From an optimization exercise on the open Yosys and OpenROAD flow, aimed at small area, a short achievable clock period and few clock cycles; shortcuts taken in it are not production practice. Function was checked by simulation only, so behaviour that the tests miss may differ from the original.

## run B
==> flow/design.v <==
package histPkg;
    localparam int BIN_WIDTH = 6;
    localparam int COUNT_WIDTH = 8;
    localparam int HITS_PER_FRAME = 200;
endpackage
module histGeq #(
    parameter int W = 14
) (
    input  logic [W-1:0] a,
    input  logic [W-1:0] b,
    output logic         ge
);
    localparam int LEVELS = $clog2(W);
    localparam int N = 2 ** LEVELS;
    logic [N-1:0] gt [LEVELS+1];
    logic [N-1:0] eq [LEVELS+1];
    for (genvar i = 0; i < N; i++) begin : gLeaf
        if (i < W) begin : gBit
            assign gt[0][i] = a[i] & ~b[i];
            assign eq[0][i] = ~(a[i] ^ b[i]);
        end else begin : gPad
            assign gt[0][i] = 1'b0;
            assign eq[0][i] = 1'b1;
        end
    end
    for (genvar l = 0; l < LEVELS; l++) begin : gLevel
        for (genvar j = 0; j < N; j++) begin : gNode
            if (j < (N >> (l + 1))) begin : gUsed
                assign gt[l+1][j] = gt[l][2*j+1] | (eq[l][2*j+1] & gt[l][2*j]);
                assign eq[l+1][j] = eq[l][2*j+1] & eq[l][2*j];
            end else begin : gUnused
                assign gt[l+1][j] = 1'b0;
                assign eq[l+1][j] = 1'b0;
            end
        end
    end
    assign ge = gt[LEVELS][0] | eq[LEVELS][0];
endmodule
module histTop #(
    parameter int BIN_WIDTH = histPkg::BIN_WIDTH,
    parameter int COUNT_WIDTH = histPkg::COUNT_WIDTH,
    parameter int HITS_PER_FRAME = histPkg::HITS_PER_FRAME
) (
    input  logic                   clk,
    input  logic                   res,
    input  logic                   start,
    input  logic                   hitValid,
    input  logic [BIN_WIDTH-1:0]   hitBin,
    output logic                   busy,
    output logic                   collecting,
    output logic                   peakValid,
    output logic [BIN_WIDTH-1:0]   peakBin,
    output logic [COUNT_WIDTH-1:0] peakCount
);
    localparam int BINS = 2 ** BIN_WIDTH;
    localparam int HIT_COUNT_WIDTH = $clog2(HITS_PER_FRAME + 1);
    localparam logic [HIT_COUNT_WIDTH-1:0] LAST_HIT = HIT_COUNT_WIDTH'(HITS_PER_FRAME - 1);
    localparam int LO_WIDTH = 5;
    localparam int HI_WIDTH = COUNT_WIDTH - LO_WIDTH;
    localparam int SLOTS = HITS_PER_FRAME / (2 ** LO_WIDTH);
    logic startAcc;
    logic hitAccept;
    logic lastHit;
    logic [HIT_COUNT_WIDTH-1:0] hitCount;
    logic clr;
    localparam int LO_SEL = BIN_WIDTH / 2;
    localparam int HI_SEL = BIN_WIDTH - LO_SEL;
    logic                 v1;
    logic                 last1;
    logic [BIN_WIDTH-1:0] bin1;
    logic [2**LO_SEL-1:0] selLo1;
    logic [2**HI_SEL-1:0] selHi1;
    logic                   v2;
    logic                   last2;
    logic [BIN_WIDTH-1:0]   bin2;
    logic [LO_WIDTH-1:0]    lo2;
    logic [HI_WIDTH-1:0]    hi2;
    logic [SLOTS-1:0]       match2;
    logic                   same2;
    logic [COUNT_WIDTH-1:0] fwdCnt;
    logic [COUNT_WIDTH-1:0] maxCntM1;
    logic [BIN_WIDTH-1:0]   maxBinN;
    logic [LO_WIDTH-1:0]    lo [BINS];
    logic [SLOTS-1:0]       slotUsed;
    logic [BIN_WIDTH-1:0]   slotBin [SLOTS];
    logic [HI_WIDTH-1:0]    slotHi [SLOTS];
    logic [SLOTS-1:0]       match1;
    logic [HI_WIDTH-1:0]    hi1;
    logic [LO_WIDTH-1:0]    lo1;
    logic [COUNT_WIDTH-1:0] oldCnt;
    logic [COUNT_WIDTH-1:0] newCnt;
    logic [COUNT_WIDTH-1:0] cnt2;
    logic [SLOTS-1:0]       oldSlot;
    logic                   hasSlot;
    logic                   carry;
    logic [SLOTS-1:0]       freeSlot;
    logic [SLOTS-1:0]       slotWr;
    logic [LO_WIDTH-1:0]    loData;
    logic                   upd;
    logic                   done;
    function automatic logic [COUNT_WIDTH-1:0] incr(input logic [COUNT_WIDTH-1:0] x);
        logic c;
        c = 1'b1;
        for (int i = 0; i < COUNT_WIDTH; i++) begin
            incr[i] = x[i] ^ c;
            c = c & x[i];
        end
    endfunction
    logic geF;
    logic geR;
    histGeq #(.W(COUNT_WIDTH + BIN_WIDTH)) uGeF (
        .a({fwdCnt, ~bin2}),
        .b({maxCntM1, maxBinN}),
        .ge(geF)
    );
    histGeq #(.W(COUNT_WIDTH + BIN_WIDTH)) uGeR (
        .a({cnt2, ~bin2}),
        .b({maxCntM1, maxBinN}),
        .ge(geR)
    );
    assign startAcc = start && !busy;
    assign hitAccept = hitValid && collecting;
    assign lastHit = hitAccept && (hitCount == LAST_HIT);
    always_ff @(posedge clk or negedge res) begin
        if (!res) begin
            busy <= 1'b0;
            collecting <= 1'b0;
            peakValid <= 1'b0;
            peakBin <= '0;
            peakCount <= '0;
            v1 <= 1'b0;
            last1 <= 1'b0;
            v2 <= 1'b0;
            last2 <= 1'b0;
        end else begin
            v1 <= hitAccept;
            last1 <= lastHit;
            v2 <= v1;
            last2 <= last1;
            peakValid <= done;
            if (startAcc) begin
                busy <= 1'b1;
            end else if (done) begin
                busy <= 1'b0;
            end
            if (startAcc) begin
                collecting <= 1'b1;
            end else if (lastHit) begin
                collecting <= 1'b0;
            end
            if (done) begin
                peakBin <= upd ? bin2 : ~maxBinN;
                peakCount <= upd ? newCnt : incr(maxCntM1);
            end
        end
    end
    always_comb begin
        hi1 = '0;
        for (int s = 0; s < SLOTS; s++) begin
            match1[s] = slotUsed[s] && (slotBin[s] == bin1);
            if (match1[s]) begin
                hi1 = hi1 | slotHi[s];
            end
        end
    end
    always_ff @(posedge clk) begin
        clr <= startAcc;
        if (startAcc) begin
            hitCount <= '0;
        end else if (hitAccept) begin
            hitCount <= hitCount + 1'b1;
        end
    end
    always_comb begin
        logic [LO_WIDTH-1:0] part;
        lo1 = '0;
        for (int h = 0; h < 2 ** HI_SEL; h++) begin
            part = '0;
            for (int l = 0; l < 2 ** LO_SEL; l++) begin
                part = part | ({LO_WIDTH{selLo1[l]}} & lo[h * (2 ** LO_SEL) + l]);
            end
            lo1 = lo1 | ({LO_WIDTH{selHi1[h]}} & part);
        end
    end
    always_ff @(posedge clk) begin
        bin1 <= hitBin;
        for (int l = 0; l < 2 ** LO_SEL; l++) begin
            selLo1[l] <= (hitBin[LO_SEL-1:0] == LO_SEL'(l));
        end
        for (int h = 0; h < 2 ** HI_SEL; h++) begin
            selHi1[h] <= (hitBin[BIN_WIDTH-1:LO_SEL] == HI_SEL'(h));
        end
        bin2 <= bin1;
        lo2 <= lo1;
        hi2 <= hi1;
        match2 <= match1;
        same2 <= v2 && (bin2 == bin1);
        fwdCnt <= newCnt;
    end
    assign cnt2 = {hi2, lo2};
    assign oldCnt = same2 ? fwdCnt : cnt2;
    assign oldSlot = match2;
    assign newCnt = same2 ? incr(fwdCnt) : incr(cnt2);
    assign hasSlot = |oldSlot;
    assign carry = same2 ? &fwdCnt[LO_WIDTH-1:0] : &lo2;
    assign freeSlot = slotUsed ^ {slotUsed[SLOTS-2:0], 1'b1};
    assign slotWr = (v2 && carry) ? (hasSlot ? oldSlot : freeSlot) : '0;
    assign upd = v2 && (same2 ? geF : geR);
    assign done = v2 && last2;
    assign loData = clr ? '0 : newCnt[LO_WIDTH-1:0];
    always_ff @(posedge clk) begin
        if (clr) begin
            maxCntM1 <= '0;
            maxBinN <= '0;
        end else if (upd) begin
            maxCntM1 <= oldCnt;
            maxBinN <= ~bin2;
        end
    end
    always_ff @(posedge clk) begin
        if (clr) begin
            slotUsed <= '0;
        end else if (v2 && carry && !hasSlot) begin
            slotUsed <= {slotUsed[SLOTS-2:0], 1'b1};
        end
    end
    for (genvar s = 0; s < SLOTS; s++) begin : gSlot
        localparam int HW = $clog2((HITS_PER_FRAME - s * (2 ** LO_WIDTH)) / (2 ** LO_WIDTH) + 1);
        always_ff @(posedge clk) begin
            if (slotWr[s]) begin
                slotBin[s] <= bin2;
            end
        end
        if (HW < HI_WIDTH) begin : gNarrow
            logic [HW-1:0] hiQ;
            always_ff @(posedge clk) begin
                if (slotWr[s]) begin
                    hiQ <= newCnt[LO_WIDTH +: HW];
                end
            end
            assign slotHi[s] = HI_WIDTH'(hiQ);
        end else begin : gFull
            always_ff @(posedge clk) begin
                if (slotWr[s]) begin
                    slotHi[s] <= newCnt[COUNT_WIDTH-1:LO_WIDTH];
                end
            end
        end
    end
    for (genvar b = 0; b < BINS; b++) begin : gBin
        always_ff @(posedge clk) begin
            if (clr || (v2 && (bin2 == BIN_WIDTH'(b)))) begin
                lo[b] <= loData;
            end
        end
    end
endmodule
Settings: LEC_CHECK=0, CAP_MARGIN=20, CORE_MARGIN=2, CORE_UTILIZATION=40, CTS_CLUSTER_DIAMETER=100, CTS_CLUSTER_SIZE=30, SETUP_SLACK_MARGIN=2.0, SLEW_MARGIN=20; clock period 4.2 ns.
run.sh (not shown) runs the stock make flow with config.mk's settings and CLKGATE_MAP_FILE= SYNTH_SCRIPT=/design/flow/synth_recipe.tcl, a recipe that flattens the netlist after the stock synthesis.
Testbench counts of run B, summed over its fixed seeds: cycles 55,492.
What run E does differently from run B at the input level:
--- a/flow/design.v
+++ b/flow/design.v
@@ -74,12 +74,11 @@
     logic                   last2;
     logic [BIN_WIDTH-1:0]   bin2;
     logic [LO_WIDTH-1:0]    lo2;
     logic [HI_WIDTH-1:0]    hi2;
     logic [SLOTS-1:0]       match2;
-    logic                   same2;
-    logic [COUNT_WIDTH-1:0] fwdCnt;
+    logic                   same1;
     logic [COUNT_WIDTH-1:0] maxCntM1;
     logic [BIN_WIDTH-1:0]   maxBinN;
     logic [LO_WIDTH-1:0]    lo [BINS];
     logic [SLOTS-1:0]       slotUsed;
     logic [BIN_WIDTH-1:0]   slotBin [SLOTS];
@@ -104,21 +103,15 @@
         for (int i = 0; i < COUNT_WIDTH; i++) begin
             incr[i] = x[i] ^ c;
             c = c & x[i];
         end
     endfunction
-    logic geF;
-    logic geR;
-    histGeq #(.W(COUNT_WIDTH + BIN_WIDTH)) uGeF (
-        .a({fwdCnt, ~bin2}),
-        .b({maxCntM1, maxBinN}),
-        .ge(geF)
-    );
-    histGeq #(.W(COUNT_WIDTH + BIN_WIDTH)) uGeR (
+    logic ge;
+    histGeq #(.W(COUNT_WIDTH + BIN_WIDTH)) uGe (
         .a({cnt2, ~bin2}),
         .b({maxCntM1, maxBinN}),
-        .ge(geR)
+        .ge(ge)
     );
     assign startAcc = start && !busy;
     assign hitAccept = hitValid && collecting;
     assign lastHit = hitAccept && (hitCount == LAST_HIT);
     always_ff @(posedge clk or negedge res) begin
@@ -189,25 +182,23 @@
         end
         for (int h = 0; h < 2 ** HI_SEL; h++) begin
             selHi1[h] <= (hitBin[BIN_WIDTH-1:LO_SEL] == HI_SEL'(h));
         end
         bin2 <= bin1;
-        lo2 <= lo1;
-        hi2 <= hi1;
+        {hi2, lo2} <= same1 ? newCnt : {hi1, lo1};
         match2 <= match1;
-        same2 <= v2 && (bin2 == bin1);
-        fwdCnt <= newCnt;
-    end
+    end
+    assign same1 = v2 && (bin2 == bin1);
     assign cnt2 = {hi2, lo2};
-    assign oldCnt = same2 ? fwdCnt : cnt2;
+    assign oldCnt = cnt2;
     assign oldSlot = match2;
-    assign newCnt = same2 ? incr(fwdCnt) : incr(cnt2);
+    assign newCnt = incr(cnt2);
     assign hasSlot = |oldSlot;
-    assign carry = same2 ? &fwdCnt[LO_WIDTH-1:0] : &lo2;
+    assign carry = &lo2;
     assign freeSlot = slotUsed ^ {slotUsed[SLOTS-2:0], 1'b1};
     assign slotWr = (v2 && carry) ? (hasSlot ? oldSlot : freeSlot) : '0;
-    assign upd = v2 && (same2 ? geF : geR);
+    assign upd = v2 && ge;
     assign done = v2 && last2;
     assign loData = clr ? '0 : newCnt[LO_WIDTH-1:0];
     always_ff @(posedge clk) begin
         if (clr) begin
             maxCntM1 <= '0;
Findings:
- No stage failed in run E, and the final checks on the layout all came back clean.
- Sort run E and run B by synthesized area asc -> top: run E
- | buffering overhead | run E vs run B | 0.34 points lower |
- Compared with run B, run E ends up with a smaller final cell area.
- Changes observed in run E relative to run B: share of final layout cell area taken by clock buffers and inverters fell by 0.18 points, TritonCTS buffer count -1, post-route clock period utilization picked up an extra 0.37 points, overall die area lower, area growth from synthesis to layout went down.
- Number of cells on the worst reg-to-reg path for run E: 5 down relative to run B
Testbench counts of run E, summed over its fixed seeds: cycles 55,492.

## re-timing with driven ports
In the flow no input, the clock included, has a driving cell. The finished layouts below were timed again as built, in two steps.
Step 1 sets driving cells, clkbuf_16 on the clock port and buf_2 on the other inputs (assumed; they add their load-dependent delay and slew).
Step 2 times the ports against the registers' clock, not the clock port: input delays grow and output delays shrink by t, the midpoint of the rising clock arrivals with the driver on.
Slacks: ideal ports / drivers / drivers and shift; pairs: ideal ports / drivers.
| run | t (ns) | setup slack, ns | worst data-port slew with drivers (ns) |
|---|---|---|---|
| run B | 0.599 | 2.004 / 2.004 / 1.791 | 0.04 |
| run E | 0.601 | 1.989 / 1.989 / 1.898 | 0.03 |
After both steps setup and hold are still met in every run listed. For run B, which loses most, drivers alone change the setup slack by 0.000 ns; drivers and shift together by -0.213 ns.
